Background: an optimization exercise with open tools, aiming at small area. Do not read the settings as production practice.
RTL that was checked went through simulation tests only; none was proved equivalent to the original.
Power figures rest on the tool's default switching activity, not on a simulated workload.

==> job 3493: inputs <==
## idecode_regfile_pipe
module idecode_regfile_pipe #(
    parameter int DATA_W     = 32,
    parameter int ADDR_W     = 5,
    parameter int RESET_MODE = 1,
    parameter int CNT_W      = 16
) (
    input  logic              clock,
    input  logic              reset,
    input  logic [31:0]       instruction,
    input  logic              id_valid,
    input  logic              ld_issue,
    output logic [ADDR_W-1:0] read_register_1_address,
    output logic [DATA_W-1:0] read_data_1,
    output logic [DATA_W-1:0] read_data_2,
    output logic [DATA_W-1:0] sign_extend,
    output logic              stall,
    input  logic              wb_valid,
    input  logic [ADDR_W-1:0] wb_dest,
    input  logic [1:0]        wb_sel,
    input  logic [DATA_W-1:0] alu_result,
    input  logic [DATA_W-1:0] mem_data,
    input  logic [DATA_W-1:0] link_pc,
    output logic [CNT_W-1:0]  stall_count
);
==> module idecode_regfile_rd_port, before the edit <==
module idecode_regfile_rd_port #(
    parameter int DATA_W = 32,
    parameter int ADDR_W = 5
) (
    input  logic [ADDR_W-1:0] addr,
    input  logic              stg_vld,
    input  logic [ADDR_W-1:0] stg_dest,
    input  logic [DATA_W-1:0] stg_data,
    input  logic [DATA_W-1:0] arr_data,
    output logic [DATA_W-1:0] rdata
);
    always_comb begin
        rdata = arr_data;
        if (addr == '0)
            rdata = '0;
        else if (stg_vld && stg_dest == addr)
            rdata = stg_data;
    end
endmodule
==> module idecode_regfile_pipe, before the edit <==
module idecode_regfile_pipe #(
    parameter int DATA_W     = 32,
    parameter int ADDR_W     = 5,
    parameter int RESET_MODE = 1,
    parameter int CNT_W      = 16
) (
    input  logic              clock,
    input  logic              reset,
    input  logic [31:0]       instruction,
    input  logic              id_valid,
    input  logic              ld_issue,
    output logic [ADDR_W-1:0] read_register_1_address,
    output logic [DATA_W-1:0] read_data_1,
    output logic [DATA_W-1:0] read_data_2,
    output logic [DATA_W-1:0] sign_extend,
    output logic              stall,
    input  logic              wb_valid,
    input  logic [ADDR_W-1:0] wb_dest,
    input  logic [1:0]        wb_sel,
    input  logic [DATA_W-1:0] alu_result,
    input  logic [DATA_W-1:0] mem_data,
    input  logic [DATA_W-1:0] link_pc,
    output logic [CNT_W-1:0]  stall_count
);
    localparam int NREGS     = 1 << ADDR_W;
    localparam int NUM_PORTS = 2;
    logic [5:0]        op;
    logic [15:0]       imm;
    logic [ADDR_W-1:0] rs, rt;
    assign op  = instruction[31:26];
    assign rs  = instruction[21 +: ADDR_W];
    assign rt  = instruction[16 +: ADDR_W];
    assign imm = instruction[15:0];
    assign read_register_1_address = rs;
    logic [DATA_W-1:0] regs [NREGS];
    logic              stg_vld;
    logic [ADDR_W-1:0] stg_dest;
    logic [DATA_W-1:0] stg_data;
    logic [NREGS-1:0]  busy, busy_nxt;
    logic zext;
    assign zext = (op == 6'b001100) || (op == 6'b001101) || (op == 6'b001110) ||
                  (op == 6'b001011);
    generate
        if (DATA_W > 16) begin : g_ext
            assign sign_extend = zext ? {{(DATA_W-16){1'b0}}, imm}
                                      : {{(DATA_W-16){imm[15]}}, imm};
        end else begin : g_trunc
            assign sign_extend = imm[DATA_W-1:0];
        end
    endgenerate
    logic [NUM_PORTS-1:0][ADDR_W-1:0] rd_addr;
    logic [NUM_PORTS-1:0][DATA_W-1:0] rd_arr, rd_data;
    assign rd_addr[0] = rs;
    assign rd_addr[1] = rt;
    generate
        for (genvar p = 0; p < NUM_PORTS; p++) begin : g_rd
            assign rd_arr[p] = regs[rd_addr[p]];
            idecode_regfile_rd_port #(.DATA_W(DATA_W), .ADDR_W(ADDR_W)) u_rd (
                .addr     (rd_addr[p]),
                .stg_vld  (stg_vld),
                .stg_dest (stg_dest),
                .stg_data (stg_data),
                .arr_data (rd_arr[p]),
                .rdata    (rd_data[p])
            );
        end
    endgenerate
    assign read_data_1 = rd_data[0];
    assign read_data_2 = rd_data[1];
    logic [DATA_W-1:0] wb_data;
    logic              cap, ld_set, ld_clr;
    always_comb begin
        case (wb_sel)
            2'b01:   wb_data = mem_data;
            2'b10:   wb_data = link_pc;
            default: wb_data = alu_result;
        endcase
    end
    assign cap    = wb_valid && wb_sel != 2'b11 && wb_dest != '0;
    assign ld_clr = cap && wb_sel == 2'b01;
    assign ld_set = id_valid && ld_issue && !stall && rt != '0;
    assign stall  = id_valid && (busy[rs] || busy[rt]);
    always_comb begin
        busy_nxt = busy;
        if (ld_clr) busy_nxt[wb_dest] = 1'b0;
        if (ld_set) busy_nxt[rt] = 1'b1;
        busy_nxt[0] = 1'b0;
    end
    always_ff @(posedge clock) begin
        if (reset) begin
            stg_vld     <= 1'b0;
            stg_dest    <= '0;
            stg_data    <= '0;
            busy        <= '0;
            stall_count <= '0;
            for (int i = 0; i < NREGS; i++)
                regs[i] <= (RESET_MODE != 0) ? DATA_W'(i) : '0;
        end else begin
            stg_vld <= cap;
            if (cap) begin
                stg_dest <= wb_dest;
                stg_data <= wb_data;
            end
            if (stg_vld && stg_dest != '0)
                regs[stg_dest] <= stg_data;
            busy <= busy_nxt;
            if (stall && stall_count != '1)
                stall_count <= stall_count + CNT_W'(1);
        end
    end
endmodule
export LEC_CHECK = 0
export CAP_MARGIN = 20
export CORE_MARGIN = 2
export CORE_UTILIZATION = 40
export SLEW_MARGIN = 20
create_clock -name core_clock -period 6.0 [get_ports {clock}]
run.sh (not shown) runs the stock make flow with config.mk's settings and CLKGATE_MAP_FILE= SYNTH_SCRIPT=/design/flow/synth_recipe.tcl, a recipe that flattens the netlist after the stock synthesis.
==> job 240 (differences from job 3493) <==
==> flow/design.v (replaced) <==
module rf_aoi222 (
    input  logic a0, b0, a1, b1, a2, b2,
    output logic y
);
    assign y = ~((a0 & b0) | (a1 & b1) | (a2 & b2));
endmodule
module rf_nand2 (
    input  logic a, b,
    output logic y
);
    assign y = ~(a & b);
endmodule
module rf_nand11 (
    input  logic [10:0] n,
    output logic        y
);
    assign y = ~&n;
endmodule
module rf_rdbit (
    input  logic [31:1] sel,
    input  logic [31:1] d,
    output logic        y
);
    logic [10:0] n;
    for (genvar i = 0; i < 10; i++) begin : g_t
        rf_aoi222 u (.a0(sel[3*i+1]), .b0(d[3*i+1]), .a1(sel[3*i+2]), .b1(d[3*i+2]),
                     .a2(sel[3*i+3]), .b2(d[3*i+3]), .y(n[i]));
    end
    rf_nand2  u31 (.a(sel[31]), .b(d[31]), .y(n[10]));
    rf_nand11 uc  (.n(n), .y(y));
endmodule
module idecode_regfile_pipe #(
    parameter int DATA_W     = 32,
    parameter int ADDR_W     = 5,
    parameter int RESET_MODE = 1,
    parameter int CNT_W      = 16
) (
    input  logic              clock,
    input  logic              reset,
    input  logic [31:0]       instruction,
    input  logic              id_valid,
    input  logic              ld_issue,
    output logic [ADDR_W-1:0] read_register_1_address,
    output logic [DATA_W-1:0] read_data_1,
    output logic [DATA_W-1:0] read_data_2,
    output logic [DATA_W-1:0] sign_extend,
    output logic              stall,
    input  logic              wb_valid,
    input  logic [ADDR_W-1:0] wb_dest,
    input  logic [1:0]        wb_sel,
    input  logic [DATA_W-1:0] alu_result,
    input  logic [DATA_W-1:0] mem_data,
    input  logic [DATA_W-1:0] link_pc,
    output logic [CNT_W-1:0]  stall_count
);
    localparam int NREGS = 1 << ADDR_W;
    logic [5:0]        op;
    logic [15:0]       imm;
    logic [ADDR_W-1:0] rs, rt;
    assign op  = instruction[31:26];
    assign rs  = instruction[21 +: ADDR_W];
    assign rt  = instruction[16 +: ADDR_W];
    assign imm = instruction[15:0];
    assign read_register_1_address = rs;
    logic zext;
    assign zext = (op == 6'b001100) || (op == 6'b001101) || (op == 6'b001110) ||
                  (op == 6'b001011);
    generate
        if (DATA_W > 16) begin : g_ext
            assign sign_extend = zext ? {{(DATA_W-16){1'b0}}, imm}
                                      : {{(DATA_W-16){imm[15]}}, imm};
        end else begin : g_trunc
            assign sign_extend = imm[DATA_W-1:0];
        end
    endgenerate
    logic [NREGS-1:0] sel_rs, sel_rt, sel_wb;
    always_comb begin
        for (int r = 0; r < NREGS; r++) begin
            sel_rs[r] = (rs == ADDR_W'(r));
            sel_rt[r] = (rt == ADDR_W'(r));
            sel_wb[r] = (wb_dest == ADDR_W'(r));
        end
    end
    logic [DATA_W-1:0] wb_data;
    logic              cap, ld_set, ld_clr;
    always_comb begin
        case (wb_sel)
            2'b01:   wb_data = mem_data;
            2'b10:   wb_data = link_pc;
            default: wb_data = alu_result;
        endcase
    end
    assign cap = wb_valid && wb_sel != 2'b11;
    logic [DATA_W-1:0] bus0, bus1;
    assign bus0 = reset ? '0 : wb_data;
    assign bus1 = reset ? '1 : wb_data;
    logic [DATA_W-1:0] regs [1:NREGS-1];
    generate
        for (genvar r = 1; r < NREGS; r++) begin : g_reg
            localparam logic [DATA_W-1:0] RV = (RESET_MODE != 0) ? DATA_W'(r) : '0;
            logic              we;
            logic [DATA_W-1:0] d;
            assign we = reset || (cap && sel_wb[r]);
            for (genvar b = 0; b < DATA_W; b++) begin : g_bit
                assign d[b] = RV[b] ? bus1[b] : bus0[b];
            end
            always_ff @(posedge clock)
                if (we) regs[r] <= d;
        end
    endgenerate
    generate
        for (genvar b = 0; b < DATA_W; b++) begin : g_rd
            logic [NREGS-1:1] col;
            for (genvar r = 1; r < NREGS; r++) begin : g_col
                assign col[r] = regs[r][b];
            end
            rf_rdbit u_rd1 (.sel(sel_rs[NREGS-1:1]), .d(col), .y(read_data_1[b]));
            rf_rdbit u_rd2 (.sel(sel_rt[NREGS-1:1]), .d(col), .y(read_data_2[b]));
        end
    endgenerate
    logic [NREGS-1:1] busy;
    logic busy_rs, busy_rt;
    rf_rdbit u_busy_rs (.sel(sel_rs[NREGS-1:1]), .d(busy), .y(busy_rs));
    rf_rdbit u_busy_rt (.sel(sel_rt[NREGS-1:1]), .d(busy), .y(busy_rt));
    assign stall  = id_valid && (busy_rs || busy_rt);
    assign ld_clr = cap && wb_sel == 2'b01;
    assign ld_set = id_valid && ld_issue && !stall;
    always_ff @(posedge clock) begin
        for (int r = 1; r < NREGS; r++) begin
            if (reset)
                busy[r] <= 1'b0;
            else if (ld_set && sel_rt[r])
                busy[r] <= 1'b1;
            else if (ld_clr && sel_wb[r])
                busy[r] <= 1'b0;
        end
    end
    always_ff @(posedge clock) begin
        if (reset)
            stall_count <= '0;
        else if (stall && stall_count != '1)
            stall_count <= stall_count + CNT_W'(1);
    end
endmodule
--- a/flow/config.mk
+++ b/flow/config.mk
@@ -11 +11,2 @@
 export SLEW_MARGIN = 20
+export SYNTH_HIERARCHICAL = 1
==> results by group <==
Pwr
  – Clock power share: 37.9%

Timing
  – Slew HR: 17.7%
  – Fin worst setup slack: -41.6 ps
  – Setup violations, final: 1

Status
  – Violated checks: negative setup slack
  – Status: failed layout checks

Die
  – Cell Rows: 118
(the above is from job 240)
==> results by group <==
Timing
  – Fin worst setup slack: 152 ps
  – Slew HR: 16.6%

Critical path
  – Max incr delay on CP: 630 ps
  – Critical Path Start: instruction[24]

Synthesis
  – Ys Warns: 2

Status
  – Status: finished clean

Die
  – Die height: 393 um
  – Cell Rows: 142

Pwr
  – Clock power share: 39.3%

Route
  – Max layer used: met4
(the above is from job 3493)
Function not checked in job 240: the RTL went through the layout flow alone.

-- static timing again, ports no longer ideal --
Ports are ideal in the flow. The routed layouts listed here were re-timed in OpenROAD.
Step 1 sets driving cells, clkbuf_16 on the clock port and buf_2 on the other inputs (assumed; they add their load-dependent delay and slew).
Step 2 moves the port delays by t, midway between the first and last clock arrival at a register: inputs arrive t later, outputs are due t later. That takes back most of the time a late clock gives input paths.
Three values: no drivers, after step 1, after step 2; two values: the first two.
run	shift t [ns]	setup slack, ns	latest minus earliest clock arrival (ns)
job 3493	0.820	0.152 / 0.129 / 0.129	0.051 / 0.051
job 240	0.762	-0.042 / -0.072 / -0.072	0.031 / 0.031
For job 240, which loses most, drivers alone change the setup slack by -0.030 ns; drivers and shift together by -0.030 ns.
